Source: an optimization exercise on an open RTL-to-GDS flow (aim: small area, a short achievable clock period and few clock cycles per item). Production flows keep margins and buffers that such runs may drop. RTL that was checked went through simulation tests only; none was proved equivalent to the original. For runs 2 to 5, only the layout was checked, not whether the RTL still works. Power and IR drop assume default switching activity.

`flow/run.sh`:
```
#!/bin/bash
# synth_recipe.tcl (not shown) runs the flow's synth.tcl, then flattens the netlist and writes it again
# the make line also repeats each setting of config.mk as NAME=value (left out here)
make -C /OpenROAD-flow-scripts/flow DESIGN_CONFIG=/design/flow/config.mk WORK_HOME=/design/flow/orfs CLKGATE_MAP_FILE= SYNTH_SCRIPT=/design/flow/synth_recipe.tcl finish
```
`flow/config.mk`:
```
export PLATFORM = sky130hd
export DESIGN_NAME = page_frame_replacement
export DESIGN_NICKNAME = page_frame_replacement
export VERILOG_FILES = /design/flow/design.v
export SDC_FILE = /design/flow/constraint.sdc
export NUM_CORES = 4
export LEC_CHECK = 0
export CAP_MARGIN = 20
export CORE_MARGIN = 2
export CORE_UTILIZATION = 40
export SLEW_MARGIN = 20
```
`flow/constraint.sdc`:
```
create_clock -name core_clock -period 8.0 [get_ports {clk}]
set_input_delay 1.6000 -clock core_clock [delete_from_list [all_inputs] [get_ports {clk}]]
set_output_delay 1.6000 -clock core_clock [all_outputs]
set_load 0.01 [all_outputs]
```
`flow/design.v`:
```
`default_nettype none
package pfr_pkg;
  localparam int Frames = 16;
  localparam int PageShift = 12;
  localparam int AddrBits = 32;
  localparam int PageBits = AddrBits - PageShift;
  localparam int IdxBits = $clog2(Frames);
  localparam int CntBits = $clog2(Frames + 1);
  localparam int CfgBits = 5;
  localparam logic CfgPolicy = 1'b0;
  localparam logic CfgFrames = 1'b1;
  localparam logic PolLru = 1'b0;
  localparam logic PolClock = 1'b1;
endpackage
`default_nettype wire
`default_nettype none
import pfr_pkg::*;
module pfr_cell (
  input  wire                          clk,
  input  wire                          rst_n,
  input  wire  [pfr_pkg::PageBits-1:0] cmp_page,   
  input  wire  [pfr_pkg::PageBits-1:0] wr_page,    
  input  wire                          act,        
  input  wire                          ld,         
  input  wire                          touch,      
  input  wire                          wr,         
  input  wire                          clr_ref,    
  output logic                         valid,
  output logic                         dirty,
  output logic                         refd,
  output logic                         match,
  output logic [pfr_pkg::PageBits-1:0] page
);
  always_ff @(posedge clk) begin
    if (!rst_n) valid <= 1'b0;
    else if (ld) valid <= 1'b1;
  end
  always_ff @(posedge clk) begin
    if (ld) page <= wr_page;
    if (ld) dirty <= wr;
    else if (touch && wr) dirty <= 1'b1;
    if (ld || touch) refd <= 1'b1;
    else if (clr_ref) refd <= 1'b0;
  end
  assign match = valid && act && (page == cmp_page);
endmodule
`default_nettype wire
`default_nettype none
import pfr_pkg::*;
module page_frame_replacement (
  input  wire                          clk,
  input  wire                          rst_n,
  input  wire                          start,
  output logic                         busy,
  input  wire  [pfr_pkg::AddrBits-1:0] in_virtual_address,
  input  wire                          in_is_write,
  output logic                         out_valid,
  output logic                         out_hit,
  output logic [3:0]                   out_frame,
  output logic                         out_evicted,
  output logic [19:0]                  out_victim_page,
  output logic                         out_victim_dirty,
  input  wire                          cfg_we,
  input  wire                          cfg_index,
  input  wire  [pfr_pkg::CfgBits-1:0]  cfg_data
);
  localparam int F = Frames;
  logic               busy_r;
  logic               policy_r;
  logic [CfgBits-1:0] nfr_r;
  logic [IdxBits-1:0] hand_r;
  logic [PageBits-1:0] page_r;
  logic               wr_r;
  logic [F-1:0]       match_r;
  logic [F-1:0] act, st_valid, st_dirty, st_refd, st_match;
  logic [F-1:0] ld, touch, clr;
  logic [PageBits-1:0] st_page [F];
  always_comb begin
    for (int i = 0; i < F; i++) act[i] = (i == 0) || (nfr_r > CfgBits'(i));
  end
  for (genvar g = 0; g < F; g++) begin : g_cell
    pfr_cell u_cell (.clk(clk), .rst_n(rst_n),
                     .cmp_page(in_virtual_address[AddrBits-1:PageShift]),
                     .wr_page(page_r), .act(act[g]), .ld(ld[g]), .touch(touch[g]),
                     .wr(wr_r), .clr_ref(clr[g]),
                     .valid(st_valid[g]), .dirty(st_dirty[g]), .refd(st_refd[g]),
                     .match(st_match[g]), .page(st_page[g]));
  end
  logic accept;
  assign accept = start && !busy_r;
  assign busy = busy_r;
  always_ff @(posedge clk) begin
    match_r <= st_match;
    page_r <= in_virtual_address[AddrBits-1:PageShift];
    wr_r <= in_is_write;
  end
  function automatic logic [F-1:0] lowest(input logic [F-1:0] x);
    logic seen;
    seen = 1'b0;
    for (int i = 0; i < F; i++) begin
      lowest[i] = x[i] && !seen;
      seen = seen || x[i];
    end
  endfunction
  logic [F-1:0] hs, free, fs;
  logic hit, fill, evict;
  assign hs = lowest(match_r);
  assign hit = |match_r;
  assign free = act & ~st_valid;
  assign fs = lowest(free);
  assign fill = |free;
  assign evict = !hit && !fill;
  logic [F-1:0] r [F];
  logic [F-1:0] lv;
  always_comb begin
    for (int i = 0; i < F; i++) begin
      lv[i] = act[i];
      for (int j = 0; j < F; j++) begin
        if (j < i) lv[i] = lv[i] && (!act[j] || r[j][i]);
        else if (j > i) lv[i] = lv[i] && (!act[j] || !r[i][j]);
      end
    end
  end
  for (genvar i = 0; i < F; i++) begin : g_ri
    for (genvar j = i + 1; j < F; j++) begin : g_rj
      always_ff @(posedge clk) begin
        if (touch[i] || ld[i]) r[i][j] <= 1'b1;
        else if (touch[j] || ld[j]) r[i][j] <= 1'b0;
      end
    end
  end
  logic [F-1:0] hdec, h1, ge, cand, chi, cv, ltv, pass;
  logic [IdxBits-1:0] cv_next;
  always_comb begin
    for (int i = 0; i < F; i++) hdec[i] = (hand_r == IdxBits'(i)) && act[i];
    h1 = hdec;
    h1[0] = !(|hdec[F-1:1]);
  end
  always_comb begin
    logic s;
    s = 1'b0;
    for (int i = 0; i < F; i++) begin
      s = s || h1[i];
      ge[i] = s;
    end
    cand = act & ~st_refd;
    chi = cand & ge;
    if (|chi) cv = lowest(chi);
    else if (|cand) cv = lowest(cand);
    else cv = h1;
    s = 1'b0;
    for (int i = 0; i < F; i++) begin
      s = s || cv[i];
      ltv[i] = !s;
    end
    if (|chi) pass = ge & ltv;
    else if (|cand) pass = act & (ge | ltv);
    else pass = act;
    cv_next = '0;
    for (int i = 0; i < F - 1; i++)
      if (cv[i] && act[i + 1]) cv_next = IdxBits'(i + 1);
  end
  logic [F-1:0] vs, sel;
  assign vs = (policy_r == PolClock) ? cv : lv;
  assign sel = hit ? hs : fill ? fs : vs;
  assign touch = busy_r ? hs : '0;
  assign ld = (busy_r && !hit) ? (fill ? fs : vs) : '0;
  assign clr = (busy_r && evict && policy_r == PolClock) ? pass : '0;
  logic [3:0] sel_idx;
  logic [PageBits-1:0] vpage;
  logic vdirty;
  always_comb begin
    sel_idx = '0;
    vpage = '0;
    for (int i = 0; i < F; i++) begin
      if (sel[i]) sel_idx = sel_idx | 4'(i);
      if (vs[i]) vpage = vpage | st_page[i];
    end
    vdirty = |(vs & st_dirty);
  end
  always_ff @(posedge clk) begin
    if (!rst_n) begin
      busy_r <= 1'b0; out_valid <= 1'b0;
      policy_r <= PolLru; nfr_r <= CfgBits'(F); hand_r <= '0;
    end else begin
      busy_r <= accept;
      out_valid <= busy_r;
      if (cfg_we && !busy_r) begin
        if (cfg_index == CfgPolicy) policy_r <= cfg_data[0];
        else nfr_r <= cfg_data;
      end
      if (busy_r && evict && policy_r == PolClock) hand_r <= cv_next;
    end
  end
  always_ff @(posedge clk) begin
    out_hit <= hit;
    out_frame <= sel_idx;
    out_evicted <= evict;
    out_victim_page <= evict ? vpage : '0;
    out_victim_dirty <= evict && vdirty;
  end
endmodule
`default_nettype wire
```
==> impl_metrics.tcl, run 1 <==
set metrics [dict create \
    cts_tree "built" \
    hold_violations 0 \
    required_ns 8.33 \
    postLayoutCoreUtil_pct 46.1 \
    final.setup.worst_slack_ns 1.75 \
    pwr_density_cell_nw_per_um2 205 \
    yosys-top-cells-area "edfxtp_1 (35%), dfxtp_1 (16%), xor2_1 (5.3%), xnor2_1 (4.3%), nand2_1 (3.8%)" \
    grt_start_max_net_pins 35 \
    timing.hold.ws_ns 0.460 \
    cp_max_fo 34 \
    switching_power_mw 1.74 \
    clkTransAtPathRegs_ns 0.06 \
    grt_pass1_wl_um 203000 \
    die-area_um2 75100 \
    first_global_vias 24900 \
    avgSynthCellArea_um2 10.3 \
    async_flop_share_pct 0 \
    ys_seq_area_share_pct 50.2 \
    wire_per_inst_um 37.8 \
    gp_congestion 1.04 \
    place_ws_ns 1.95 \
    p_int_mw 5.11 \
    rows 99 \
    initial_core_util_pct 40.2 \
    postCtsSetupBuffers 0 \
    clock_power_share_pct 45.7 \
    place_hpwl_um 104000 \
    max_cap_viol_count 0 \
    fp.coreArea_um2 72600 \
    die_width_um 274 \
    drive_gt1_share_pct 10.8 \
    arrival_ns 6.58 \
    ys_types 101 \
    final_cell_count_no_fill 3903 \
    p_comb_share_pct 7.7 \
    status "no timing/DRC/antenna violations" \
    synth_fp_nets 2882 \
    synth_flop_cell "edfxtp_1" \
    tightestPinTransition_ns 1.23 \
    antenna_found_initial 6 \
    tns_ns 0 \
    routed_wl_um 147000 \
    fp.dieH_um 274 \
    synth_top_area_share_pct 34.6 \
    post_drt_via_cell_ratio 6.90 \
    drt_iter0_markers 4581 \
    holdCritPathClass "reg2reg" \
    power_mw 6.85 \
    clock_latency_ns 0.62 \
    place_inst 3777 \
    syn-cell-area_um2 29200 \
    dr.pass1.iters 9 \
    power_frac_seq_pct 46.6 \
    period_share_pct 78.1 \
    area_growth_pct 14.6 \
    ir_worst_vdd_v 0.000164 \
    h-tree-depth 3 \
    synth_top_area_cell "edfxtp_1" \
    slew_viol_final 0 \
    setup_viol 0 \
    num_vias 26900 \
    design_area_um2 33400 \
    drc 0 \
    min_period_ns 6.25 \
    synth_edf_count 336 \
    grt.overflow.total 0 \
    final_common_cell "edfxtp_1" \
    numCtsBuffers 67 \
    crit_type "reg2reg" \
    cts_root_buf "clkbuf_16" \
    start_kind "flop" \
    p_leak_nw 12.0 \
    track_usage_pct 38.8 \
    placed_cell_area_um2 31200 \
    ant_nets 0 \
    portBuffers 59 \
    synth-seq-cells 564 \
    syn_inst 2839 \
    maxSlewHeadroom_pct 17.5 \
    critPathCaptureType "flop" \
    cts_sinks 564 \
    rsz0062_at_grt "false" \
    cts_hold_buf 0 \
    layout_common_cells "edfxtp_1 (336), nand2_1 (299), dfxtp_1 (224)" \
    cts-resized-gates 0 \
    fmax_ghz 0.160 \
    fin_skew_ns 0.0262 \
    final_nets 2931 \
    ios 72 \
    cts_buffer_depth 3 \
    yosys_warnings 5 \
    swShare_pct 25.4 \
]
## kinds of logic (layout without fill, tap and decap cells)
kind of cell	Yosys count	after routing	synth area share, %
simple gates	900	900	15.7
xor+xnor	320	320	9.61
buf+inv	246	347	3.58
mux	5	5	0.172
compound gates	804	804	20.7
flops	564	564	50.2
other cells	0	4	0
## Yosys cell counts (all sizes together), types with 70 or more instances
| cell | count |
|---|---|
| a21o | 70 |
| a21oi | 93 |
| a22oi | 125 |
| buf | 77 |
| clkbuf | 120 |
| dfxtp | 228 |
| edfxtp | 336 |
| nand2 | 299 |
| nand3 | 82 |
| nand4 | 79 |
| nor2 | 119 |
| nor3 | 75 |
| nor4 | 84 |
| o21ai | 94 |
| xnor2 | 143 |
| xor2 | 177 |
## metal layers
layer,part of all wire [%],up-vias,global-route usage (%)
met1,37,13200,49.6
met3,12,541,8.80
met4,8.6,6,26.7
met5,0.029,-,0
li1,-,11000,-
met2,43,2177,58.4
## flip-flops by register name (all words and copies together), names as in the netlist, 16 cells and up
name                 flops
g_cell.u_cell.dirty     16
out_victim_page         20
r                      120
page_r                  20
g_cell.u_cell.refd      16
g_cell.u_cell.valid     16
match_r                 16
g_cell.u_cell.page     320
## power groups by stage
stage	Clock (mW)	Combinational, mW	Sequential [mW]
2_1_floorplan	0	0.288	3.22
3_3_place_gp	0	0.504	3.25
3_5_place_dp	0	0.504	3.25
4_1_cts	3.14	0.506	3.19
5_1_grt	3.25	0.537	3.20
6_report	3.13	0.527	3.19
## worst max-delay path, stage by stage, from the launching register on
cell and delay, ns:
dfxtp_2 0.58, o21ai_1 0.63, a21oi_1 0.46, nor4b_2 0.66, nand3_1 0.49, o21ai_1 0.76, nand2_1 0.20, o21bai_4 0.76
o211a_1 0.83, buf_4 0.38, nor2_1 0.06, nor2_1 0.11
## area by class of cell
class / instances / area, µm²
Inverter: 49 / 184
Multi-Input combinational cell: 2029 / 13700
Clock inverter: 28 / 313
Antenna cell: 4 / 10.0
Timing Repair Buffer: 177 / 1470
Sequential cell: 564 / 14700
Fill cell: 6848 / 39200
Tap cell: 959 / 1200
Clock buffer: 93 / 1900
## path summary, 6_finish.rpt
kind                            endpoint      from  slack (ns)  cells past startpoint
setup / recovery  g_cell[0].u_cell.dirty  nfr_r[2]        1.75                     11
hold / removal                  r[0][12]  r[0][12]        0.46                      2
setup reg to reg  g_cell[0].u_cell.dirty  nfr_r[2]        1.75                     11
hold reg to reg                 r[0][12]  r[0][12]        0.46                      2
Testbench counts, summed over its fixed seeds: cycles 96,048, items 48,000.
==> inputs of run 2 (changes only) <==
--- a/flow/design.v
+++ b/flow/design.v
@@ -89,11 +89,6 @@
   logic accept;
   assign accept = start && !busy_r;
   assign busy = busy_r;
-  always_ff @(posedge clk) begin
-    match_r <= st_match;
-    page_r <= in_virtual_address[AddrBits-1:PageShift];
-    wr_r <= in_is_write;
-  end
   function automatic logic [F-1:0] lowest(input logic [F-1:0] x);
     logic seen;
     seen = 1'b0;
@@ -102,14 +97,11 @@
       seen = seen || x[i];
     end
   endfunction
-  logic [F-1:0] hs, free, fs;
-  logic hit, fill, evict;
-  assign hs = lowest(match_r);
-  assign hit = |match_r;
+  logic [F-1:0] free, fs;
+  logic fill;
   assign free = act & ~st_valid;
   assign fs = lowest(free);
   assign fill = |free;
-  assign evict = !hit && !fill;
   logic [F-1:0] r [F];
   logic [F-1:0] lv;
   always_comb begin
@@ -121,6 +113,51 @@
       end
     end
   end
+  logic [F-1:0] hdec, h1, ge, cand, chi, cv, ltv, pass;
+  logic [IdxBits-1:0] cv_next;
+  always_comb begin
+    logic s;
+    for (int i = 0; i < F; i++) hdec[i] = (hand_r == IdxBits'(i)) && act[i];
+    h1 = hdec;
+    h1[0] = !(|hdec[F-1:1]);
+    s = 1'b0;
+    for (int i = 0; i < F; i++) begin
+      s = s || h1[i];
+      ge[i] = s;
+    end
+    cand = act & ~st_refd;
+    chi = cand & ge;
+    if (|chi) cv = lowest(chi);
+    else if (|cand) cv = lowest(cand);
+    else cv = h1;
+    s = 1'b0;
+    for (int i = 0; i < F; i++) begin
+      s = s || cv[i];
+      ltv[i] = !s;
+    end
+    if (|chi) pass = ge & ltv;
+    else if (|cand) pass = act & (ge | ltv);
+    else pass = act;
+    cv_next = '0;
+    for (int i = 0; i < F - 1; i++)
+      if (cv[i] && act[i + 1]) cv_next = IdxBits'(i + 1);
+  end
+  logic [F-1:0] ldt_r;
+  logic evict_r;
+  always_ff @(posedge clk) begin
+    match_r <= st_match;
+    ldt_r <= fill ? fs : (policy_r == PolClock) ? cv : lv;
+    evict_r <= !fill;
+  end
+  logic [F-1:0] hs, sel;
+  logic hit, evict;
+  assign hs = lowest(match_r);
+  assign hit = |match_r;
+  assign evict = !hit && evict_r;
+  assign sel = hit ? hs : ldt_r;
+  assign touch = busy_r ? hs : '0;
+  assign ld = (busy_r && !hit) ? ldt_r : '0;
+  assign clr = (busy_r && evict && policy_r == PolClock) ? pass : '0;
   for (genvar i = 0; i < F; i++) begin : g_ri
     for (genvar j = i + 1; j < F; j++) begin : g_rj
       always_ff @(posedge clk) begin
@@ -129,43 +166,6 @@
       end
     end
   end
-  logic [F-1:0] hdec, h1, ge, cand, chi, cv, ltv, pass;
-  logic [IdxBits-1:0] cv_next;
-  always_comb begin
-    for (int i = 0; i < F; i++) hdec[i] = (hand_r == IdxBits'(i)) && act[i];
-    h1 = hdec;
-    h1[0] = !(|hdec[F-1:1]);
-  end
-  always_comb begin
-    logic s;
-    s = 1'b0;
-    for (int i = 0; i < F; i++) begin
-      s = s || h1[i];
-      ge[i] = s;
-    end
-    cand = act & ~st_refd;
-    chi = cand & ge;
-    if (|chi) cv = lowest(chi);
-    else if (|cand) cv = lowest(cand);
-    else cv = h1;
-    s = 1'b0;
-    for (int i = 0; i < F; i++) begin
-      s = s || cv[i];
-      ltv[i] = !s;
-    end
-    if (|chi) pass = ge & ltv;
-    else if (|cand) pass = act & (ge | ltv);
-    else pass = act;
-    cv_next = '0;
-    for (int i = 0; i < F - 1; i++)
-      if (cv[i] && act[i + 1]) cv_next = IdxBits'(i + 1);
-  end
-  logic [F-1:0] vs, sel;
-  assign vs = (policy_r == PolClock) ? cv : lv;
-  assign sel = hit ? hs : fill ? fs : vs;
-  assign touch = busy_r ? hs : '0;
-  assign ld = (busy_r && !hit) ? (fill ? fs : vs) : '0;
-  assign clr = (busy_r && evict && policy_r == PolClock) ? pass : '0;
   logic [3:0] sel_idx;
   logic [PageBits-1:0] vpage;
   logic vdirty;
@@ -174,10 +174,21 @@
     vpage = '0;
     for (int i = 0; i < F; i++) begin
       if (sel[i]) sel_idx = sel_idx | 4'(i);
-      if (vs[i]) vpage = vpage | st_page[i];
-    end
-    vdirty = |(vs & st_dirty);
-  end
+      if (ldt_r[i]) vpage = vpage | st_page[i];
+    end
+    vdirty = |(ldt_r & st_dirty);
+  end
+  always_ff @(posedge clk) begin
+    if (busy_r) begin
+      page_r <= evict ? vpage : '0;
+      wr_r <= evict && vdirty;
+    end else begin
+      page_r <= in_virtual_address[AddrBits-1:PageShift];
+      wr_r <= in_is_write;
+    end
+  end
+  assign out_victim_page = page_r;
+  assign out_victim_dirty = wr_r;
   always_ff @(posedge clk) begin
     if (!rst_n) begin
       busy_r <= 1'b0; out_valid <= 1'b0;
@@ -196,8 +207,6 @@
     out_hit <= hit;
     out_frame <= sel_idx;
     out_evicted <= evict;
-    out_victim_page <= evict ? vpage : '0;
-    out_victim_dirty <= evict && vdirty;
   end
 endmodule
 `default_nettype wire
==> run 2 against run 1 <==
Effect of this change:
- still clean
- sequential share of layout area increased by 4.6 points
- register-to-register slack better by 1.1 ns
- power shrank 3.4%
- clock skew down 0.0076 ns
- critical path depth stayed put
- core utilization decreased by 0.18 points
- global-route usage is 7.5 points lower
- die area down 9.1%
- critical path type unchanged
==> impl_metrics.tcl, run 2 <==
set metrics [dict create \
    antenna_found_initial 1 \
    crit_path_max_incr_delay_ns 0.82 \
    numCtsBuffers 59 \
    h-tree-depth 2 \
    synth_top_area_share_pct 38.1 \
    cp-startpoint "nfr_r[3]" \
    syn_inst 2468 \
    crit_path_top_delay_cell "nor3_1" \
    hold-path-cell-count 1 \
    die_width_um 261 \
    hold_violations 0 \
    cts_hold_buf 0 \
    power_mw 6.62 \
    clock_latency_ns 0.63 \
    dr.pass1.iters 6 \
    grt_start_max_net_pins 48 \
    fp.dieH_um 261 \
    r2r-end "hand_r[3]" \
    min_to "r[0][8]" \
    avgSynthCellArea_um2 10.7 \
    layout_common_cells "edfxtp_1 (336), nand2_1 (278), dfxtp_1 (220)" \
    synth_flop_cell "edfxtp_1" \
    synth_top_area_cell "edfxtp_1" \
    pwr_density_cell_nw_per_um2 220 \
    p_leak_nw 10.6 \
    ys_seq_area_share_pct 55.0 \
    largest_reg_flops 320 \
    reg2reg_slack_ns 2.85 \
    max_cap_viol_count 0 \
    grt.overflow.total 0 \
    final_cell_count_no_fill 3401 \
    crit_type "reg2reg" \
    fp.coreArea_um2 65600 \
    syn-cell-area_um2 26500 \
    status "no timing/DRC/antenna violations" \
    post_drt_via_cell_ratio 6.46 \
    final.setup.worst_slack_ns 2.85 \
    routed_wl_um 109000 \
    drt_iter0_markers 3499 \
    ios 72 \
    synth-seq-cells 560 \
    ir_worst_vdd_v 0.000167 \
    placed_cell_area_um2 28000 \
    final_nets 2529 \
    place_inst 3289 \
    area_growth_pct 13.7 \
    critPathCaptureType "flop" \
    hp-start "r[0][8]" \
    start_kind "flop" \
    slew_viol_final 0 \
    die-area_um2 68300 \
    initial_core_util_pct 40.4 \
    postLayoutCoreUtil_pct 45.9 \
    cp_max_fo 17 \
    clkTransAtPathRegs_ns 0.07 \
    timing.hold.ws_ns 0.455 \
    final_common_cell "edfxtp_1" \
    setup_viol 0 \
    path_cells "buf_4 > nor3_2 > nand2_1 > a211oi_2 > nand4_2 > o21ai_0 > a21oi_1 > nor3_1 > a22o_1 > a221o_1 > o221a_2" \
    gp_congestion 0.965 \
    drive_gt1_share_pct 8.32 \
    synth_fp_nets 2511 \
    async_flop_share_pct 0 \
    required_ns 8.58 \
    largestRegisters "g_cell.u_cell.page (320), r (120), page_r (20)" \
    maxSlewHeadroom_pct 18.0 \
    yosysMostFrequentCell "edfxtp_1" \
    period_share_pct 64.4 \
    regMostFlops "g_cell.u_cell.page" \
    first_global_vias 20800 \
    ant_nets 0 \
    fin_skew_ns 0.0185 \
    design_area_um2 30100 \
    rows 94 \
    r2r_cells 11 \
    reg2reg_from "nfr_r[3]" \
    num_vias 22000 \
    ys_types 94 \
    cts_sinks 560 \
    tightestPinTransition_ns 1.22 \
    track_usage_pct 31.3 \
    drc 0 \
    cts-resized-gates 0 \
    cts_buffer_depth 3 \
    holdCritPathClass "reg2reg" \
    min_period_ns 5.15 \
    yosys-top-cells-area "edfxtp_1 (38%), dfxtp_1 (17%), xor2_1 (5.5%), xnor2_1 (5.1%), nand2_1 (4.0%)" \
    synth_edf_count 336 \
    portBuffers 59 \
    wire_per_inst_um 32.0 \
    cts_tree "built" \
    fmax_ghz 0.194 \
    place_ws_ns 2.85 \
    yosys-top-cells-count "edfxtp_1 (336), nand2_1 (279), dfxtp_1 (224)" \
    grt_pass1_wl_um 153000 \
    cts_root_buf "clkbuf_16" \
    yosys_warnings 5 \
    tns_ns 0 \
    arrival_ns 5.73 \
    place_hpwl_um 72600 \
    postCtsSetupBuffers 0 \
    rsz0062_at_grt "false" \
]
==> run 2: where the power goes <==
part	total (mW)	switching [mW]	internal [mW]
Sequential	3.20	0.0813	3.12
Clock	2.94	1.19	1.74
Combinational	0.484	0.311	0.173
Total	6.62	1.59	5.03
==> run 2: area by class of cell <==
cell class / instances / area, µm²
antenna: 1 / 2.50
clock buffer: 85 / 1790
clock inverter: 26 / 299
fill: 6115 / 35500
inverter: 34 / 128
multi-input combinational: 1705 / 11100
sequential: 560 / 14600
tap: 864 / 1080
timing repair buffer: 126 / 1090
==> run 2: worst max path at each step <==
stage / endpoint / slack (ns) / cells past startpoint
after global routing: g_cell[13].u_cell.refd / 2.54 / 11
after floorplan: g_cell[0].u_cell.dirty / 4.25 / 13
after detailed placement: hand_r[3] / 2.85 / 11
after CTS: hand_r[3] / 2.80 / 11
after global placement: hand_r[3] / 2.86 / 11
final: hand_r[3] / 2.85 / 11
==> run 2: cells by family (layout without fill, tap and decap cells) <==
logic type / count (synthesis) / in the layout / synth area share [%]
compound gates: 604 / 604 / 16.7
xor+xnor: 320 / 320 / 10.6
fa+ha+maj: 1 / 1 / 0.0378
buf+inv: 203 / 271 / 3.10
flops: 560 / 560 / 55.0
mux: 4 / 4 / 0.151
other cells: 0 / 1 / 0
simple gates: 776 / 776 / 14.4
==> run 2: metal layers <==
layer	vias to the layer above	global-route usage (%)	wire, µm
met5	-	0	0
met4	0	17.6	7040
met3	351	5.41	11300
met2	1555	50.4	49800
met1	10800	39.9	40600
li1	9272	-	-
==> run 2: critical path: cells and delay by family (launching register included) <==
family,cells,cell delay (ns)
AO/OA/AOI/OAI,6,1.69
buffers and inverters,1,0.26
flip-flops,1,0.36
AND/OR/NAND/NOR,4,2.79
==> inputs of run 3 (changes only) <==
--- a/flow/config.mk
+++ b/flow/config.mk
@@ -5,7 +5,9 @@
 export SDC_FILE = /design/flow/constraint.sdc
 export NUM_CORES = 4
 export LEC_CHECK = 0
+export ABC_CLOCK_PERIOD_IN_PS = 3500
 export CAP_MARGIN = 20
 export CORE_MARGIN = 2
-export CORE_UTILIZATION = 40
+export CORE_UTILIZATION = 55
+export SETUP_SLACK_MARGIN = 4.5
 export SLEW_MARGIN = 20
==> run 3 against run 2 <==
Effect of this change:
- power fell by 4.1%
- still clean
- via count rose by 4.7%
- clock skew rose by 0.021 ns
- critical endpoint is now match_r[7]
- worst hold slack improved by 0.0031 ns
- clock-buffer cell count fell by 10
==> impl_metrics.tcl, run 3 <==
set metrics [dict create \
    status "no timing/DRC/antenna violations" \
    grt_start_max_net_pins 32 \
    regArea_um2 14600 \
    place_hpwl_um 71500 \
    synth_edf_count 336 \
    ys_seq_area_share_pct 55.0 \
    synth_flop_cell "edfxtp_1" \
    ios 72 \
    dr.pass1.iters 6 \
    ir_worst_vdd_v 0.000191 \
    path_buf_inv 1 \
    hold_violations 0 \
    synth_fp_nets 2511 \
    place_ws_ns 3.13 \
    final.setup.worst_slack_ns 4.46 \
    die-area_um2 49900 \
    final_nets 2629 \
    yosys-top-cells-area "edfxtp_1 (38%), dfxtp_1 (17%), xor2_1 (5.5%), xnor2_1 (5.1%), nand2_1 (4.0%)" \
    fmax_ghz 0.282 \
    grt.overflow.total 0 \
    gp_congestion 0.984 \
    holdCritPathClass "reg2reg" \
    max_cap_viol_count 0 \
    p_leak_nw 11.2 \
    cp_common_cell "nor4_1" \
    timing.hold.ws_ns 0.458 \
    avgSynthCellArea_um2 10.7 \
    drive_gt1_share_pct 15.6 \
    start_kind "input pin" \
    rows 80 \
    fillers 3773 \
    drt_iter0_markers 4001 \
    rsz0062_at_grt "true" \
    fp.coreArea_um2 47600 \
    syn-cell-area_um2 26500 \
    largestRegisters "g_cell.u_cell.page (320), r (120), page_r (20)" \
    fin_skew_ns 0.0395 \
    grt_use_met1_pct 53.4 \
    routed_wl_um 111000 \
    syn_inst 2468 \
    synth_top_area_cell "edfxtp_1" \
    maxSlewHeadroom_pct 29.1 \
    diodes 0 \
    slew_viol_final 0 \
    period_share_pct 44.2 \
    grt_use_met2_pct 66.2 \
    synth_top_area_share_pct 38.1 \
    async_flop_share_pct 0 \
    largest_reg_flops 320 \
    yosysMostFrequentCell "edfxtp_1" \
    cts_root_buf "clkbuf_16" \
    crit_path_max_incr_delay_ns 0.79 \
    path_cells "clkdlybuf4s15_1 > xor2_1 > nor4_1 > nand4_1 > nor4_1" \
    final_common_cell "edfxtp_1" \
    ant_nets 0 \
    arrival_ns 4.05 \
    num_vias 23000 \
    crit_path_top_delay_cell "clkdlybuf4s15_1" \
    grt_pass1_wl_um 154000 \
    cts_tree "built" \
    critPathCaptureType "flop" \
    portBuffers 59 \
    regMostFlops "g_cell.u_cell.page" \
    setup_viol 0 \
    post_drt_via_cell_ratio 7.09 \
    tightestPinTransition_ns 1.06 \
    clock_latency_ns 0.66 \
    clkTransAtPathRegs_ns 0.06 \
    die_width_um 223 \
    numCtsBuffers 57 \
    ys_types 94 \
    grt_most_used_layer "met2" \
    layout_common_cells "edfxtp_1 (336), nand2_1 (268), dfxtp_1 (191)" \
    pwr_density_cell_nw_per_um2 204 \
    crit_type "in2reg" \
    initial_core_util_pct 55.6 \
    cts_sinks 560 \
    grtUsageMet3_pct 7.78 \
    yosys_warnings 5 \
    area_growth_pct 17.7 \
    antenna_found_initial 3 \
    place_inst 3039 \
    postLayoutCoreUtil_pct 65.4 \
    min_period_ns 3.54 \
    synth-seq-cells 560 \
    yosys-top-cells-count "edfxtp_1 (336), nand2_1 (279), dfxtp_1 (224)" \
    fp.dieH_um 223 \
    tns_ns 0 \
    cts_buffer_depth 3 \
    multi_input_area_um2 11800 \
    final_cell_count_no_fill 3243 \
    first_global_vias 21500 \
    critical_path.top_delay_family "simple AND/OR/NAND/NOR gates" \
    h-tree-depth 2 \
    drc 0 \
    track_usage_pct 43.2 \
    required_ns 8.51 \
    wire_per_inst_um 34.1 \
    cp_max_fo 17 \
]
-- run 3: changes by cell type in the layout (fill, tap and decap cells not counted), sizes merged, moves of 2 or more --
| cell | previous run | this run |
|---|---|---|
| or4 | 9 | 11 |
| bufbuf | 0 | 2 |
| clkinv | 17 | 21 |
| bufinv | 6 | 3 |
| clkdlybuf4s15 | 0 | 4 |
| dlygate4sd2 | 0 | 4 |
| buf | 67 | 159 |
| clkdlybuf4s50 | 59 | 45 |
-- run 3: power breakdown --
part | internal (mW) | switching (mW)
clock | 1.47 | 1.16
combinational | 0.195 | 0.328
sequential | 3.12 | 0.0841
total | 4.78 | 1.57
-- run 3: cell families after synthesis --
| group | count (synthesis) | synth area share [%] |
|---|---|---|
| muxes | 4 | 0.151 |
| xor gates and xnor gates | 320 | 10.6 |
| AOI/OAI and AO/OA | 604 | 16.7 |
| and+or+nand+nor | 776 | 14.4 |
| DFF | 560 | 55.0 |
| buffers and inverters | 203 | 3.10 |
| adders and majority gates | 1 | 0.0378 |
-- run 3: path summary, 6_finish.rpt --
path,end,depth (start not counted),from,slack (ns)
max reg2reg,ldt_r[6],12,nfr_r[1],4.49
min reg2reg,r[2][12],2,r[2][12],0.46
max,match_r[7],5,in_virtual_address[24],4.46
min,r[2][12],2,r[2][12],0.46
-- run 3: tightest hold or removal path: cells and delay by family (launching register included) --
| family | cells | cell delay (ns) |
|---|---|---|
| simple gates | 2 | 0.10 |
| flops | 1 | 0.32 |
-- run 3: final cells by class --
cell class | count | area share (%)
sequential | 560 | 47.0
multi-input combinational | 1710 | 37.9
timing repair buffer | 223 | 6.48
clock buffer | 75 | 5.02
tap | 615 | 2.47
clock inverter | 26 | 0.775
inverter | 34 | 0.418
-- run 3: per-layer routing --
layer	wire length (µm)	share of wire [%]
met3	12900	12
met5	36	0.033
met1	37700	34
met2	48500	44
met4	11600	10
-- run 3: repair_timing --
action / CTS / global route
pin swaps: 19 / 25
cloned: 6 / 4
endpoints found under the setup margin: 555 / 335
buffers inserted: 40 / 53
resized for setup: 154 / 84
hold buffers: 0 / 0
-- run 3: per-stage QoR --
stage	instance area, µm²	total power, mW
after floorplan	26500	3.51
after global routing	31200	6.47
final	31200	6.35
after global placement	27700	3.71
after detailed placement	27700	3.72
after CTS	30400	6.31
==> inputs of run 4 (changes only) <==
--- a/flow/config.mk
+++ b/flow/config.mk
@@ -5,9 +5,9 @@
 export SDC_FILE = /design/flow/constraint.sdc
 export NUM_CORES = 4
 export LEC_CHECK = 0
-export ABC_CLOCK_PERIOD_IN_PS = 3500
+export ABC_CLOCK_PERIOD_IN_PS = 3000
 export CAP_MARGIN = 20
 export CORE_MARGIN = 2
 export CORE_UTILIZATION = 55
-export SETUP_SLACK_MARGIN = 4.5
+export SETUP_SLACK_MARGIN = 5
 export SLEW_MARGIN = 20
==> run 4 against run 3 <==
Effect of this change:
- clock skew fell by 0.0049 ns
- sequential power barely moved
- synthesized area did not move
- synthesized cell count did not move
- core utilization rose by 11 points
- combinational power rose by 35%
- clock power rose by 6%
- die area did not move
==> impl_metrics.tcl, run 4 <==
set metrics [dict create \
    start_kind "flop" \
    ys_seq_area_share_pct 55.0 \
    required_ns 8.59 \
    dr.pass1.iters 10 \
    final_nets 2924 \
    pwr_density_cell_nw_per_um2 183 \
    cts_root_buf "clkbuf_16" \
    clkTransAtPathRegs_ns 0.06 \
    min_period_ns 3.45 \
    synth_flop_cell "edfxtp_1" \
    p_leak_nw 13.4 \
    drc 0 \
    largestRegisters "g_cell.u_cell.page (320), r (120), page_r (20)" \
    maxSlewHeadroom_pct 13.2 \
    clock_latency_ns 0.67 \
    grt_start_max_net_pins 29 \
    fp.dieH_um 223 \
    status "no timing/DRC/antenna violations" \
    synth_top_area_cell "edfxtp_1" \
    track_usage_pct 47.5 \
    portBuffers 59 \
    cts_buffer_depth 3 \
    synth-seq-cells 560 \
    die-area_um2 49900 \
    routed_wl_um 131000 \
    yosys-top-cells-area "edfxtp_1 (38%), dfxtp_1 (17%), xor2_1 (5.5%), xnor2_1 (5.1%), nand2_1 (4.0%)" \
    drive_gt1_share_pct 31.0 \
    regMostFlops "g_cell.u_cell.page" \
    layout_common_cells "edfxtp_1 (336), buf_4 (247), nand2_1 (212)" \
    ir_worst_vdd_v 0.000249 \
    post_drt_via_cell_ratio 7.33 \
    area_growth_pct 36.9 \
    antenna_found_initial 9 \
    slew_viol_final 0 \
    async_flop_share_pct 0 \
    rsz0062_at_grt "true" \
    fmax_ghz 0.290 \
    fp.coreArea_um2 47600 \
    final_common_cell "edfxtp_1" \
    max_cap_viol_count 0 \
    cts_hold_buf 0 \
    holdCritPathClass "reg2reg" \
    cp_max_fo 7 \
    syn_inst 2468 \
    tns_ns 0 \
    wire_per_inst_um 37.0 \
    yosysMostFrequentCell "edfxtp_1" \
    period_share_pct 43.2 \
    initial_core_util_pct 55.6 \
    hold_violations 0 \
    synth_top_area_share_pct 38.1 \
    critPathCaptureType "flop" \
    grt.overflow.total 0 \
    grt_pass1_wl_um 167000 \
    avgSynthCellArea_um2 10.7 \
    h-tree-depth 2 \
    crit_type "reg2reg" \
    tightestPinTransition_ns 1.29 \
    gp_congestion 1.06 \
    drt_iter0_markers 4862 \
    cts_sinks 560 \
    yosys-top-cells-count "edfxtp_1 (336), nand2_1 (279), dfxtp_1 (224)" \
    rows 80 \
    syn-cell-area_um2 26500 \
    die_width_um 223 \
    cts_tree "built" \
    fin_skew_ns 0.0346 \
    place_hpwl_um 71100 \
    ios 72 \
    postLayoutCoreUtil_pct 76.1 \
    ys_types 94 \
    synth_fp_nets 2511 \
    first_global_vias 22900 \
    setup_viol 0 \
    numCtsBuffers 59 \
    largest_reg_flops 320 \
    num_vias 26000 \
    yosys_warnings 5 \
    synth_edf_count 336 \
    arrival_ns 4.04 \
    ant_nets 0 \
]
## run 4: layout make-up
cell class | count | area (µm²)
fill | 3047 | 11400
sequential | 560 | 14700
timing repair buffer | 484 | 5250
multi-input combinational | 1742 | 13500
inverter | 34 | 133
tap | 615 | 769
clock inverter | 23 | 238
antenna | 4 | 10.0
clock buffer | 88 | 1670
## run 4: per-stage QoR
step           power, mW  cells  worst slack [ns]  cell area [µm²]  hold slack [ns]
2_1_floorplan       3.52   2468              4.87            26700            0.426
3_3_place_gp        3.72   3025              3.15            27800            0.436
3_5_place_dp        3.72   3025              3.10            27800            0.439
4_1_cts             6.48   3345              4.74            33000            0.454
5_1_grt             6.75   3546              4.53            36200            0.470
6_report            6.65   3550              4.55            36200            0.460
## run 4: cells by family after synthesis
logic type      Yosys count  synth area share [%]
flops                   560                  55.0
xor+xnor                320                  10.6
simple gates            776                  14.4
fa+ha+maj                 1                0.0378
mux                       4                 0.151
buf+inv                 203                  3.10
compound gates          604                  16.7
## run 4: path summary, 6_finish.rpt
check	to	cells after the start	from	slack [ns]
worst max-delay path	ldt_r[6]	14	nfr_r[0]	4.55
worst min-delay path	r[0][6]	1	r[0][6]	0.46
worst max register to register	ldt_r[6]	14	nfr_r[0]	4.55
worst min register to register	r[0][6]	1	r[0][6]	0.46
## run 4: per-layer routing
metal  vias to the layer above  global-route usage [%]  share of wire [%]
li1                      10100                       -                  -
met1                     12300                    55.6                 31
met2                      2631                    71.3                 41
met3                       955                    14.7                 15
met4                         6                    40.4                 13
met5                         -                       0              0.024
## run 4: worst max-delay path, stage by stage (launching register included)
cell and delay [ns]:
dfxtp_4 0.41, buf_8 0.18, buf_4 0.15, a311oi_4 0.29, buf_12 0.17, nor2_4 0.06
a21oi_4 0.16, buf_12 0.14, nand3_4 0.09, o32a_1 0.19, or4_4 0.57, a211oi_4 0.47
a31oi_1 0.12, o22ai_1 0.20, and2_1 0.16
## run 4: repair_timing
| item | in CTS | in global routing |
|---|---|---|
| pin swaps | 109 | 124 |
| buffers inserted | 184 | 178 |
| endpoints found under the setup margin | 595 | 527 |
| gates cloned | 25 | 23 |
| resized for setup | 435 | 292 |
| hold endpoints to repair | 0 | 0 |
## run 4: power breakdown
group | total, mW | leakage [nW] | switching, mW | internal [mW]
Combinational | 0.704 | 7.56 | 0.437 | 0.267
Clock | 2.78 | 0.924 | 1.21 | 1.57
Sequential | 3.17 | 4.92 | 0.0545 | 3.11
Total | 6.65 | 13.4 | 1.70 | 4.95
==> inputs of run 5 (changes only) <==
--- a/flow/config.mk
+++ b/flow/config.mk
@@ -5,9 +5,9 @@
 export SDC_FILE = /design/flow/constraint.sdc
 export NUM_CORES = 4
 export LEC_CHECK = 0
-export ABC_CLOCK_PERIOD_IN_PS = 3000
+export ABC_CLOCK_PERIOD_IN_PS = 2000
 export CAP_MARGIN = 20
 export CORE_MARGIN = 2
-export CORE_UTILIZATION = 55
+export CORE_UTILIZATION = 65
 export SETUP_SLACK_MARGIN = 5
 export SLEW_MARGIN = 20
==> run 5 against run 4 <==
Effect of this change:
- the flow now stops in 5_1_grt
- synthesized area is the same
- synthesized cell count unchanged
==> impl_metrics.tcl, run 5 <==
set metrics [dict create \
    status "did not finish" \
    syn-cell-area_um2 26500 \
    worstEndpointType "register input" \
    synth_top_area_share_pct 38.1 \
    rows 73 \
    cts_buffer_depth 3 \
    yosys_warnings 5 \
    async_flop_share_pct 0 \
    cts_hold_buf 0 \
    initial_core_util_pct 66.2 \
    yosys-top-cells-count "edfxtp_1 (336), nand2_1 (279), dfxtp_1 (224)" \
    ys_seq_area_share_pct 55.0 \
    gp_congestion 1.09 \
    synth_edf_count 336 \
    placed_cell_area_um2 27600 \
    place_inst 2927 \
    place_ws_ns 3.16 \
    cts_root_buf "clkbuf_16" \
    portBuffers 59 \
    synth-seq-cells 560 \
    track_usage_pct 68.8 \
    syn_inst 2468 \
    synth_flop_cell "edfxtp_1" \
    die_width_um 206 \
    ys_types 94 \
    synth_fp_nets 2511 \
    numCtsBuffers 54 \
    haltStage "5_1_grt" \
    yosysMostFrequentCell "edfxtp_1" \
    h-tree-depth 2 \
    crit_endpoint "hand_r[1]$_SDFFE_PN0P_/D" \
    cts_sinks 560 \
    grt.overflow.total 14 \
    firstError "[ERROR GRT-0232] Routing congestion too high. Check the congestion heatmap in the GUI." \
    avgSynthCellArea_um2 10.7 \
    yosys-top-cells-area "edfxtp_1 (38%), dfxtp_1 (17%), xor2_1 (5.5%), xnor2_1 (5.1%), nand2_1 (4.0%)" \
    synth_top_area_cell "edfxtp_1" \
    fp.dieH_um 206 \
    grt_start_max_net_pins 33 \
    place_hpwl_um 66400 \
    ios 72 \
]
==> run 5: cell counts after synthesis <==
Identical to the previous run, type by type.
==> run 5: repair_timing <==
| item | CTS |
|---|---|
| pin swaps | 76 |
| buffers inserted | 130 |
| cloned | 26 |
| endpoints found under the setup margin | 572 |
| gates resized for setup | 347 |
==> run 5: power by group through the flow <==
stage          combinational, mW  clock, mW  sequential [mW]
3_3_place_gp               0.448          0             3.25
2_1_floorplan              0.290          0             3.23
3_5_place_dp               0.454          0             3.25
4_1_cts                    0.547       2.58             3.17
==> run 5: worst max-delay path by stage <==
stage	from	end	slack, ns	cells past startpoint
2_1_floorplan	match_r[0]	g_cell[3].u_cell.dirty	4.87	10
3_3_place_gp	nfr_r[4]	g_cell[13].u_cell.refd	3.24	11
3_5_place_dp	nfr_r[4]	g_cell[5].u_cell.refd	3.16	11
4_1_cts	nfr_r[4]	g_cell[13].u_cell.refd	4.72	12
==> run 5: cells by family after synthesis <==
group	Yosys count	synth area share, %
xor gates and xnor gates	320	10.6
AOI/OAI and AO/OA	604	16.7
DFF	560	55.0
muxes	4	0.151
and+or+nand+nor	776	14.4
buffers and inverters	203	3.10
adders and majority gates	1	0.0378
==> run 5: routing by layer <==
metal / track usage, % / GRT overflow
met4: 61.6 / 7
met3: 52.1 / 0
met5: 29.3 / 0
met1: 71.8 / 0
met2: 85.4 / 7
==> inputs of run 6 (changes only) <==
--- a/flow/design.v
+++ b/flow/design.v
@@ -67,7 +67,7 @@
   localparam int F = Frames;
   logic               busy_r;
   logic               policy_r;
-  logic [CfgBits-1:0] nfr_r;
+  logic [F-1:1]       act_r;    
   logic [IdxBits-1:0] hand_r;
   logic [PageBits-1:0] page_r;
   logic               wr_r;
@@ -75,9 +75,7 @@
   logic [F-1:0] act, st_valid, st_dirty, st_refd, st_match;
   logic [F-1:0] ld, touch, clr;
   logic [PageBits-1:0] st_page [F];
-  always_comb begin
-    for (int i = 0; i < F; i++) act[i] = (i == 0) || (nfr_r > CfgBits'(i));
-  end
+  assign act = {act_r, 1'b1};
   for (genvar g = 0; g < F; g++) begin : g_cell
     pfr_cell u_cell (.clk(clk), .rst_n(rst_n),
                      .cmp_page(in_virtual_address[AddrBits-1:PageShift]),
@@ -192,13 +190,13 @@
   always_ff @(posedge clk) begin
     if (!rst_n) begin
       busy_r <= 1'b0; out_valid <= 1'b0;
-      policy_r <= PolLru; nfr_r <= CfgBits'(F); hand_r <= '0;
+      policy_r <= PolLru; act_r <= '1; hand_r <= '0;
     end else begin
       busy_r <= accept;
       out_valid <= busy_r;
       if (cfg_we && !busy_r) begin
         if (cfg_index == CfgPolicy) policy_r <= cfg_data[0];
-        else nfr_r <= cfg_data;
+        else for (int i = 1; i < F; i++) act_r[i] <= (cfg_data > CfgBits'(i));
       end
       if (busy_r && evict && policy_r == PolClock) hand_r <= cv_next;
     end
==> flow/config.mk (replaced) <==
export PLATFORM = sky130hd
export DESIGN_NAME = page_frame_replacement
export DESIGN_NICKNAME = page_frame_replacement
export VERILOG_FILES = /design/flow/design.v
export SDC_FILE = /design/flow/constraint.sdc
export NUM_CORES = 4
export LEC_CHECK = 0
export ABC_CLOCK_PERIOD_IN_PS = 3500
export CAP_MARGIN = 20
export CORE_MARGIN = 2
export CORE_UTILIZATION = 55
export SETUP_SLACK_MARGIN = 4.5
export SLEW_MARGIN = 20
==> run 6 against run 5 <==
Effect of this change:
- the run now finishes clean
- synthesized cell count barely moved
- synthesized area grew 1.4%
==> impl_metrics.tcl, run 6 <==
set metrics [dict create \
    status "no timing/DRC/antenna violations" \
    yosys-top-cells-count "edfxtp_1 (336), nand2_1 (283), dfxtp_1 (234)" \
    fin_skew_ns 0.0357 \
    drc 0 \
    die_width_um 225 \
    wire_per_inst_um 33.8 \
    area_growth_pct 13.1 \
    final_common_cell "edfxtp_1" \
    antenna_found_initial 2 \
    period_share_pct 45.1 \
    avgSynthCellArea_um2 10.9 \
    track_usage_pct 42.3 \
    cts_tree "built" \
    crit_path_top_delay_cell "clkdlybuf4s15_1" \
    max_cap_viol_count 0 \
    grt_most_used_layer "met2" \
    place_hpwl_um 71600 \
    final_nets 2556 \
    async_flop_share_pct 0 \
    yosys_warnings 5 \
    rows 80 \
    grt.overflow.total 0 \
    cts_sinks 570 \
    ant_nets 0 \
    drive_gt1_share_pct 11.3 \
    initial_core_util_pct 56.0 \
    yosysMostFrequentCell "edfxtp_1" \
    routed_wl_um 108000 \
    critical_path.top_delay_family "simple AND/OR/NAND/NOR gates" \
    design_area_um2 30400 \
    fillers 3939 \
    cts_root_buf "clkbuf_16" \
    grtUsageMet3_pct 8.23 \
    fmax_ghz 0.277 \
    hold_violations 0 \
    num_vias 22400 \
    required_ns 8.47 \
    arrival_ns 4.08 \
    clock_latency_ns 0.66 \
    p_leak_nw 10.8 \
    slew_viol_final 0 \
    ios 72 \
    path_cells "clkdlybuf4s15_1 > xor2_1 > nor4_1 > nand4_1 > nor4_1" \
    ir_worst_vdd_v 0.000201 \
    start_kind "input pin" \
    synth_top_area_share_pct 37.6 \
    syn-cell-area_um2 26900 \
    ys_seq_area_share_pct 55.0 \
    synth_edf_count 336 \
    crit_type "in2reg" \
    fp.dieH_um 225 \
    synth-seq-cells 570 \
    tns_ns 0 \
    crit_path_max_incr_delay_ns 0.87 \
    multi_input_area_um2 11300 \
    clkTransAtPathRegs_ns 0.07 \
    first_global_vias 21300 \
    regMostFlops "g_cell.u_cell.page" \
    tightestPinTransition_ns 1.05 \
    maxSlewHeadroom_pct 29.9 \
    cts_hold_buf 0 \
    grt_use_met2_pct 66.7 \
    dr.pass1.iters 8 \
    path_buf_inv 1 \
    layout_common_cells "edfxtp_1 (336), nand2_1 (282), dfxtp_1 (208)" \
    portBuffers 59 \
    gp_congestion 1.01 \
    regArea_um2 14800 \
    synth_top_area_cell "edfxtp_1" \
    holdCritPathClass "reg2reg" \
    largestRegisters "g_cell.u_cell.page (320), r (120), page_r (20)" \
    yosys-top-cells-area "edfxtp_1 (38%), dfxtp_1 (17%), xnor2_1 (6.0%), xor2_1 (4.4%), a22oi_1 (4.1%)" \
    synth_fp_nets 2512 \
    postLayoutCoreUtil_pct 63.4 \
    h-tree-depth 2 \
    largest_reg_flops 320 \
    fp.coreArea_um2 47900 \
    numCtsBuffers 59 \
    placed_cell_area_um2 28100 \
    min_period_ns 3.61 \
    pwr_density_cell_nw_per_um2 214 \
    die-area_um2 50600 \
    grt_pass1_wl_um 152000 \
    critPathCaptureType "flop" \
    synth_flop_cell "edfxtp_1" \
    syn_inst 2469 \
    drt_iter0_markers 3345 \
    setup_viol 0 \
    cts_buffer_depth 3 \
    cp_common_cell "nor4_1" \
    post_drt_via_cell_ratio 7.04 \
    ys_types 105 \
    grt_use_met1_pct 51.7 \
    rsz0062_at_grt "true" \
    grt_start_max_net_pins 49 \
    cp_max_fo 17 \
]
## run 6: cell types whose count changed after synthesis, sizes merged, moves of 16 or more
cell and change:
o22ai +16, nor2 -27, a21o -17, inv +30, nand4 +21, xnor2 +31, a22oi +23, o21ai -20
xor2 -31
## run 6: worst paths after layout
| kind | start | end | slack (ns) | depth (start not counted) |
|---|---|---|---|---|
| setup / recovery | in_virtual_address[27] | match_r[9] | 4.39 | 5 |
| hold / removal | g_cell[3].u_cell.refd | g_cell[3].u_cell.refd | 0.45 | 2 |
| setup reg to reg | act_r[13] | ldt_r[5] | 4.54 | 10 |
| hold reg to reg | g_cell[3].u_cell.refd | g_cell[3].u_cell.refd | 0.45 | 2 |
## run 6: what timing repair did
| item | 4_1_cts | 5_1_grt |
|---|---|---|
| endpoints found under the hold margin | 0 | 0 |
| setup buffers | 3 | 20 |
| endpoints found under the setup margin | 96 | 92 |
| gates cloned | 0 | 1 |
| gates resized for setup | 49 | 41 |
| pin swaps | 3 | 5 |
## run 6: report_power, final
group,internal [mW],switching (mW),total (mW),leakage [nW]
combinational,0.166,0.319,0.485,4.89
sequential,3.16,0.0694,3.23,4.99
clock,1.60,1.19,2.80,0.945
## run 6: layout make-up
type                            count  area share, %
Tap cell                          615           2.53
Antenna cell                        1        0.00824
Multi-Input combinational cell   1668           37.3
Inverter                           64          0.803
Timing Repair Buffer              150           4.18
Clock inverter                     27          0.972
Clock buffer                       85           5.45
Sequential cell                   570           48.8
## run 6: worst reg2reg max path: stages, from the launching register on
cell and delay [ns]:
dfxtp_1 0.30, buf_4 0.25, nor2b_1 0.25, or4_1 0.61
nor3_1 0.44, nand2_1 0.46, o32ai_1 0.27, a32o_1 0.33
a21oi_1 0.16, o21ai_0 0.19, and2_1 0.15
## run 6: cell families (layout without fill, tap and decap cells)
group / Yosys count / count (layout) / synth area share (%)
xor gates and xnor gates: 320 / 320 / 10.4
other: 0 / 1 / 0
and+or+nand+nor: 753 / 754 / 14.4
AOI/OAI and AO/OA: 591 / 591 / 16.6
DFF: 570 / 570 / 55.0
buffers and inverters: 232 / 326 / 3.43
muxes: 3 / 3 / 0.130
## run 6: metal layers
metal  wire [µm]  vias to the layer above  share of wire (%)
met1       37400                    10900                 35
met3       11700                      446                 11
met2       48800                     1708                 45
li1            -                     9326                  -
met4        9700                        2                9.0
met5          13                        -              0.012
## run 6: through the flow
stage | setup slack, ns | hold slack, ns | total power [mW] | std cells
2_1_floorplan | 4.88 | 0.422 | 3.54 | 2469
3_3_place_gp | 3.47 | 0.434 | 3.74 | 3043
3_5_place_dp | 3.43 | 0.440 | 3.75 | 3043
4_1_cts | 4.44 | 0.456 | 6.48 | 3158
5_1_grt | 4.46 | 0.465 | 6.64 | 3179
6_report | 4.39 | 0.455 | 6.51 | 3180
Testbench counts of run 6, summed over its fixed seeds: cycles 96,048, items 48,000.
==> inputs of run 7 (changes only) <==
==> flow/flow/run.sh (new file) <==
#!/bin/bash
bash standard.sh MATCH_CELL_FOOTPRINT=0 finish > standard.log 2>&1
==> flow/standard.sh (new file) <==
#!/bin/bash
# synth_recipe.tcl (not shown) runs the flow's synth.tcl, then flattens the netlist and writes it again
# the make line also repeats each setting of config.mk as NAME=value (left out here)
make -C /OpenROAD-flow-scripts/flow DESIGN_CONFIG=/design/flow/config.mk WORK_HOME=/design/flow/orfs CLKGATE_MAP_FILE= SYNTH_SCRIPT=/design/flow/synth_recipe.tcl "${@:-finish}"
removed: flow/run.sh
==> run 7 against run 6 <==
Effect of this change:
- still clean on timing, DRC and antenna
- clock-buffer cell count unchanged
- worst setup slack better by 0.037 ns
- core utilization up 0.076 points
- register-to-register slack better by 0.02 ns
- critical path type unchanged
- largest cell class unchanged
- highest routed layer unchanged
==> impl_metrics.tcl, run 7 <==
set metrics [dict create \
    setup_viol 0 \
    hold-path-cell-count 1 \
    routed_wl_um 107000 \
    layout_common_cells "edfxtp_1 (336), nand2_1 (282), dfxtp_1 (208)" \
    p_comb_share_pct 7.5 \
    synth-seq-cells 570 \
    reg2reg_from "act_r[13]" \
    gp_congestion 1.01 \
    synth_edf_count 336 \
    initial_core_util_pct 56.0 \
    hold_violations 0 \
    ant_nets 0 \
    grt_start_max_net_pins 49 \
    ys_seq_area_share_pct 55.0 \
    largestRegisters "g_cell.u_cell.page (320), r (120), page_r (20)" \
    crit_type "in2reg" \
    area_growth_pct 13.2 \
    status "no timing/DRC/antenna violations" \
    holdCritPathClass "reg2reg" \
    cp_max_fo 17 \
    final_common_cell "edfxtp_1" \
    yosys-top-cells-count "edfxtp_1 (336), nand2_1 (283), dfxtp_1 (234)" \
    ir_worst_vdd_v 0.000199 \
    place_hpwl_um 71600 \
    clock_latency_ns 0.66 \
    final_nets 2557 \
    p_leak_nw 10.9 \
    dr.pass1.iters 7 \
    largest_reg_flops 320 \
    synth_flop_cell "edfxtp_1" \
    max_cap_viol_count 0 \
    portBuffers 59 \
    yosys_warnings 5 \
    regMostFlops "g_cell.u_cell.page" \
    track_usage_pct 42.3 \
    clock_power_share_pct 43.0 \
    power_frac_seq_pct 49.6 \
    ys_types 105 \
    synth_top_area_share_pct 37.6 \
    swShare_pct 24.3 \
    fmax_ghz 0.280 \
    tightestPinTransition_ns 1.11 \
    cts_tree "built" \
    die-area_um2 50600 \
    clkTransAtPathRegs_ns 0.06 \
    first_global_vias 21300 \
    start_kind "input pin" \
    cts_root_buf "clkbuf_16" \
    wire_per_inst_um 33.8 \
    syn-cell-area_um2 26900 \
    grt_pass1_wl_um 152000 \
    postLayoutCoreUtil_pct 63.4 \
    rows 80 \
    fin_skew_ns 0.0363 \
    synth_fp_nets 2512 \
    post_drt_via_cell_ratio 7.02 \
    r2r_cells 10 \
    slew_viol_final 0 \
    synth_top_area_cell "edfxtp_1" \
    fp.coreArea_um2 47900 \
    period_share_pct 44.6 \
    arrival_ns 4.10 \
    hp-start "r[0][2]" \
    cts_hold_buf 0 \
    die_width_um 225 \
    fp.dieH_um 225 \
    p_int_mw 4.93 \
    drive_gt1_share_pct 11.1 \
    drt_iter0_markers 3044 \
    cp-startpoint "in_virtual_address[17]" \
    yosys-top-cells-area "edfxtp_1 (38%), dfxtp_1 (17%), xnor2_1 (6.0%), xor2_1 (4.4%), a22oi_1 (4.1%)" \
    min_period_ns 3.57 \
    rsz0062_at_grt "true" \
    drc 0 \
    maxSlewHeadroom_pct 25.7 \
    avgSynthCellArea_um2 10.9 \
    cts_buffer_depth 3 \
    antenna_found_initial 2 \
    critPathCaptureType "flop" \
    num_vias 22300 \
    yosysMostFrequentCell "edfxtp_1" \
    switching_power_mw 1.59 \
    tns_ns 0 \
    grt.overflow.total 0 \
    ios 72 \
    required_ns 8.53 \
    numCtsBuffers 59 \
    syn_inst 2469 \
    pwr_density_cell_nw_per_um2 214 \
    h-tree-depth 2 \
    async_flop_share_pct 0 \
    cts_sinks 570 \
]
==> run 7: cell counts after synthesis <==
No cell type changed its count.
==> run 7: worst paths after layout <==
check	endpoint	slack (ns)
worst max-delay path	match_r[5]	4.43
worst min-delay path	r[0][2]	0.46
worst max register to register	ldt_r[5]	4.56
worst min register to register	r[0][2]	0.46
==> run 7: layout make-up <==
| class | count | area, µm² |
|---|---|---|
| timing repair buffer | 151 | 1310 |
| tap | 615 | 769 |
| clock inverter | 27 | 295 |
| inverter | 64 | 244 |
| clock buffer | 85 | 1660 |
| fill | 3938 | 17500 |
| antenna | 1 | 2.50 |
| multi-input combinational | 1668 | 11300 |
| sequential | 570 | 14800 |
==> run 7: critical path, cell delays in order <==
cell and delay (ns):
dlymetal6s2s_1 0.79, xor2_1 0.15, nor4_1 0.92, nand4_1 0.37, nor4_1 0.26
==> run 7: cell families after synthesis <==
family	share of synthesized area (%)
compound gates	16.6
xor+xnor	10.4
buf+inv	3.43
flops	55.0
mux	0.130
simple gates	14.4
==> run 7: per-layer routing <==
layer  routed length, µm  track usage, %
met5                  17               0
met2               48800            66.7
met1               37100            51.8
met4                9820            31.7
met3               11800            8.15
==> run 7: power groups by stage <==
stage                     Clock (mW)  Sequential [mW]  Combinational [mW]
final                           2.80             3.23               0.487
after global routing            2.91             3.23               0.502
after global placement             0             3.28               0.459
after detailed placement           0             3.29               0.461
after CTS                       2.79             3.22               0.466
after floorplan                    0             3.26               0.273
==> run 7: repair_timing <==
action | in CTS | in global routing
pin swaps | 3 | 5
endpoints found under the hold margin | 0 | 0
buffers inserted | 3 | 21
cloned | 0 | 1
resized for setup | 49 | 28
endpoints found under the setup margin | 96 | 83
==> run 7: per-stage QoR <==
| step | setup slack, ns | cell area [µm²] | total power, mW | instances | hold slack, ns |
|---|---|---|---|---|---|
| after global placement | 3.47 | 28100 | 3.74 | 3043 | 0.434 |
| after global routing | 4.46 | 30400 | 6.64 | 3180 | 0.465 |
| after floorplan | 4.88 | 26900 | 3.54 | 2469 | 0.422 |
| final | 4.43 | 30400 | 6.51 | 3181 | 0.457 |
| after detailed placement | 3.43 | 28100 | 3.75 | 3043 | 0.440 |
| after CTS | 4.44 | 30200 | 6.48 | 3158 | 0.456 |
==> inputs of run 8 (changes only) <==
--- a/flow/config.mk
+++ b/flow/config.mk
@@ -5,9 +5,8 @@
 export SDC_FILE = /design/flow/constraint.sdc
 export NUM_CORES = 4
 export LEC_CHECK = 0
-export ABC_CLOCK_PERIOD_IN_PS = 3500
 export CAP_MARGIN = 20
 export CORE_MARGIN = 2
 export CORE_UTILIZATION = 55
-export SETUP_SLACK_MARGIN = 4.5
+export SETUP_SLACK_MARGIN = 4.7
 export SLEW_MARGIN = 20
==> run 8 against run 7 <==
Effect of this change:
- synthesized cell count unchanged
- design area rose by 1.4%
- clock skew grew 0.0043 ns
- die area stayed put
- register-to-register slack improved by 0.14 ns
- routed wire length grew 0.37%
- worst hold slack about the same
- largest power group unchanged
- global-route usage up 0.21 points
- non-clock buffer count is 19 higher
- critical path type unchanged
==> impl_metrics.tcl, run 8 <==
set metrics [dict create \
    post_drt_via_cell_ratio 7.02 \
    synth_edf_count 336 \
    power_frac_seq_pct 49.2 \
    place_hpwl_um 71600 \
    syn_inst 2469 \
    crit_type "in2reg" \
    synth_top_area_cell "edfxtp_1" \
    holdCritPathClass "reg2reg" \
    design_area_um2 30800 \
    period_share_pct 42.9 \
    numCtsBuffers 59 \
    gp_congestion 1.01 \
    slew_viol_final 0 \
    ys_types 105 \
    p_comb_share_pct 7.9 \
    grt_start_max_net_pins 49 \
    portBuffers 59 \
    status "no timing/DRC/antenna violations" \
    timing.hold.ws_ns 0.456 \
    cts_buffer_depth 3 \
    drive_gt1_share_pct 13.0 \
    clock_power_share_pct 42.9 \
    tightestPinTransition_ns 0.973 \
    layout_common_cells "edfxtp_1 (336), nand2_1 (280), dfxtp_1 (207)" \
    clkTransAtPathRegs_ns 0.07 \
    rows 80 \
    die-area_um2 50600 \
    ir_worst_vdd_v 0.000199 \
    track_usage_pct 42.5 \
    p_leak_nw 11.1 \
    cts_root_buf "clkbuf_16" \
    power_mw 6.53 \
    h-tree-depth 2 \
    ant_nets 0 \
    tns_ns 0 \
    fp.dieH_um 225 \
    pwr_density_cell_nw_per_um2 212 \
    yosys-top-cells-area "edfxtp_1 (38%), dfxtp_1 (17%), xnor2_1 (6.0%), xor2_1 (4.4%), a22oi_1 (4.1%)" \
    rsz0062_at_grt "true" \
    drt_iter0_markers 3358 \
    die_width_um 225 \
    first_global_vias 21400 \
    ios 72 \
    cts_tree "built" \
    final_common_cell "edfxtp_1" \
    regMostFlops "g_cell.u_cell.page" \
    synth_fp_nets 2512 \
    largest_reg_flops 320 \
    yosys_warnings 5 \
    start_kind "input pin" \
    fin_skew_ns 0.0406 \
    cp_max_fo 17 \
    arrival_ns 3.90 \
    final_nets 2576 \
    switching_power_mw 1.59 \
    dr.pass1.iters 8 \
    antenna_found_initial 1 \
    synth_top_area_share_pct 37.6 \
    grt_pass1_wl_um 153000 \
    ys_seq_area_share_pct 55.0 \
    synth_flop_cell "edfxtp_1" \
    placed_cell_area_um2 28100 \
    fmax_ghz 0.292 \
    clock_latency_ns 0.66 \
    num_vias 22500 \
    area_growth_pct 14.8 \
    drc 0 \
    postLayoutCoreUtil_pct 64.3 \
    yosys-top-cells-count "edfxtp_1 (336), nand2_1 (283), dfxtp_1 (234)" \
    initial_core_util_pct 56.0 \
    grt.overflow.total 0 \
    hold_violations 0 \
    wire_per_inst_um 33.7 \
    yosysMostFrequentCell "edfxtp_1" \
    maxSlewHeadroom_pct 35.0 \
    setup_viol 0 \
    syn-cell-area_um2 26900 \
    routed_wl_um 108000 \
    min_period_ns 3.43 \
    largestRegisters "g_cell.u_cell.page (320), r (120), page_r (20)" \
    critPathCaptureType "flop" \
    cts_sinks 570 \
    p_int_mw 4.93 \
    avgSynthCellArea_um2 10.9 \
    required_ns 8.47 \
    async_flop_share_pct 0 \
    swShare_pct 24.4 \
    max_cap_viol_count 0 \
    synth-seq-cells 570 \
    fp.coreArea_um2 47900 \
]
## run 8: cell counts after synthesis
No cell type changed its count.
## run 8: power by group through the flow
stage / clock network, mW / logic (mW) / registers, mW
after floorplan: 0 / 0.273 / 3.26
final: 2.80 / 0.514 / 3.21
after global routing: 2.91 / 0.529 / 3.22
after detailed placement: 0 / 0.461 / 3.29
after CTS: 2.79 / 0.476 / 3.22
after global placement: 0 / 0.459 / 3.28
## run 8: through the flow
stage | cells | setup WS [ns]
final | 3200 | 4.57
after global routing | 3199 | 4.57
after CTS | 3167 | 4.65
after detailed placement | 3043 | 3.43
after global placement | 3043 | 3.47
after floorplan | 2469 | 4.88
## run 8: logic make-up (layout without fill, tap and decap cells)
| kind of cell | Yosys count | after routing | share of synthesized area, % |
|---|---|---|---|
| other | 0 | 1 | 0 |
| xor gates and xnor gates | 320 | 320 | 10.4 |
| DFF | 570 | 570 | 55.0 |
| and+or+nand+nor | 753 | 754 | 14.4 |
| AOI/OAI and AO/OA | 591 | 591 | 16.6 |
| muxes | 3 | 3 | 0.130 |
| buffers and inverters | 232 | 346 | 3.43 |
## run 8: final timing paths
check	endpoint	cells after the start	from	slack (ns)
worst max-delay path	match_r[9]	5	in_virtual_address[13]	4.57
worst min-delay path	g_cell[3].u_cell.refd	2	g_cell[3].u_cell.refd	0.46
worst min register to register	g_cell[3].u_cell.refd	2	g_cell[3].u_cell.refd	0.46
worst max register to register	g_cell[8].u_cell.refd	10	act_r[6]	4.70
## run 8: layout make-up
cell class              instances  area [µm²]
inverters                      64         251
flip-flops and latches        570       14900
clock buffers                  85        1660
fillers                      3914       17100
multi-input cells            1668       11500
well taps                     615         769
clock inverters                27         295
repair buffers                170        1510
diodes                          1        2.50
## run 8: metal layers
metal / routed length [µm] / part of all wire, % / global-route usage, % / vias to the layer above
met5: 0 / 0 / 0 / -
met3: 11700 / 11 / 7.74 / 475
met4: 9930 / 9.2 / 32.0 / 0
met1: 37500 / 35 / 52.3 / 10900
li1: - / - / - / 9366
met2: 48700 / 45 / 67.1 / 1730
## run 8: critical path, cell delays in order
cell	delay, ns
clkdlybuf4s50_1	0.39
buf_4	0.23
xnor2_1	0.67
nand4_1	0.35
nor4_1	0.64
## run 8: what timing repair did
action / in CTS / in global routing
hold buffers: 0 / 0
gates resized for setup: 100 / 59
setup endpoints to repair: 151 / 293
pin swaps: 7 / 8
gates cloned: 1 / 0
setup buffers: 11 / 32

## port drivers added, routing unchanged
No port has a modelled driver above. Below, the same layouts with a new extraction and two added sets of constraints. Step 1: set_driving_cell puts a clkbuf_16 on clk and a buf_2 on each other input, an assumption about the parent block. Step 2, shift: input delay + t, output delay - t, t = (earliest + latest rising clock arrival at the registers) / 2. This alone moves slack from input paths to output paths. Slacks: no drivers / after step 1 / after step 2; pairs: no drivers / after step 1.
run | t (ns) | setup WS [ns] | hold WS [ns] | worst setup path after step 2 | slew at the worst register clock pin (ns)
run 1 | 0.678 | 1.753 / 1.753 / 1.753 | 0.460 / 0.460 / 0.460 | register to register | 0.06 / 0.06
run 2 | 0.686 | 2.849 / 2.849 / 2.849 | 0.455 / 0.455 / 0.455 | register to register | 0.07 / 0.07
run 3 | 0.697 | 4.460 / 4.416 / 3.798 | 0.458 / 0.458 / 0.458 | input to register | 0.07 / 0.07
run 4 | 0.712 | 4.548 / 4.548 / 4.016 | 0.460 / 0.460 / 0.460 | input to register | 0.07 / 0.07
run 6 | 0.708 | 4.392 / 4.431 / 3.723 | 0.455 / 0.455 / 0.455 | input to register | 0.07 / 0.07
run 7 | 0.705 | 4.430 / 4.467 / 3.763 | 0.457 / 0.457 / 0.457 | input to register | 0.07 / 0.07
run 8 | 0.707 | 4.571 / 4.612 / 3.905 | 0.456 / 0.456 / 0.456 | input to register | 0.07 / 0.07
After both steps setup and hold are still met in every run listed. For run 6, which loses most, drivers alone change the setup slack by +0.039 ns; drivers and shift together by -0.669 ns.
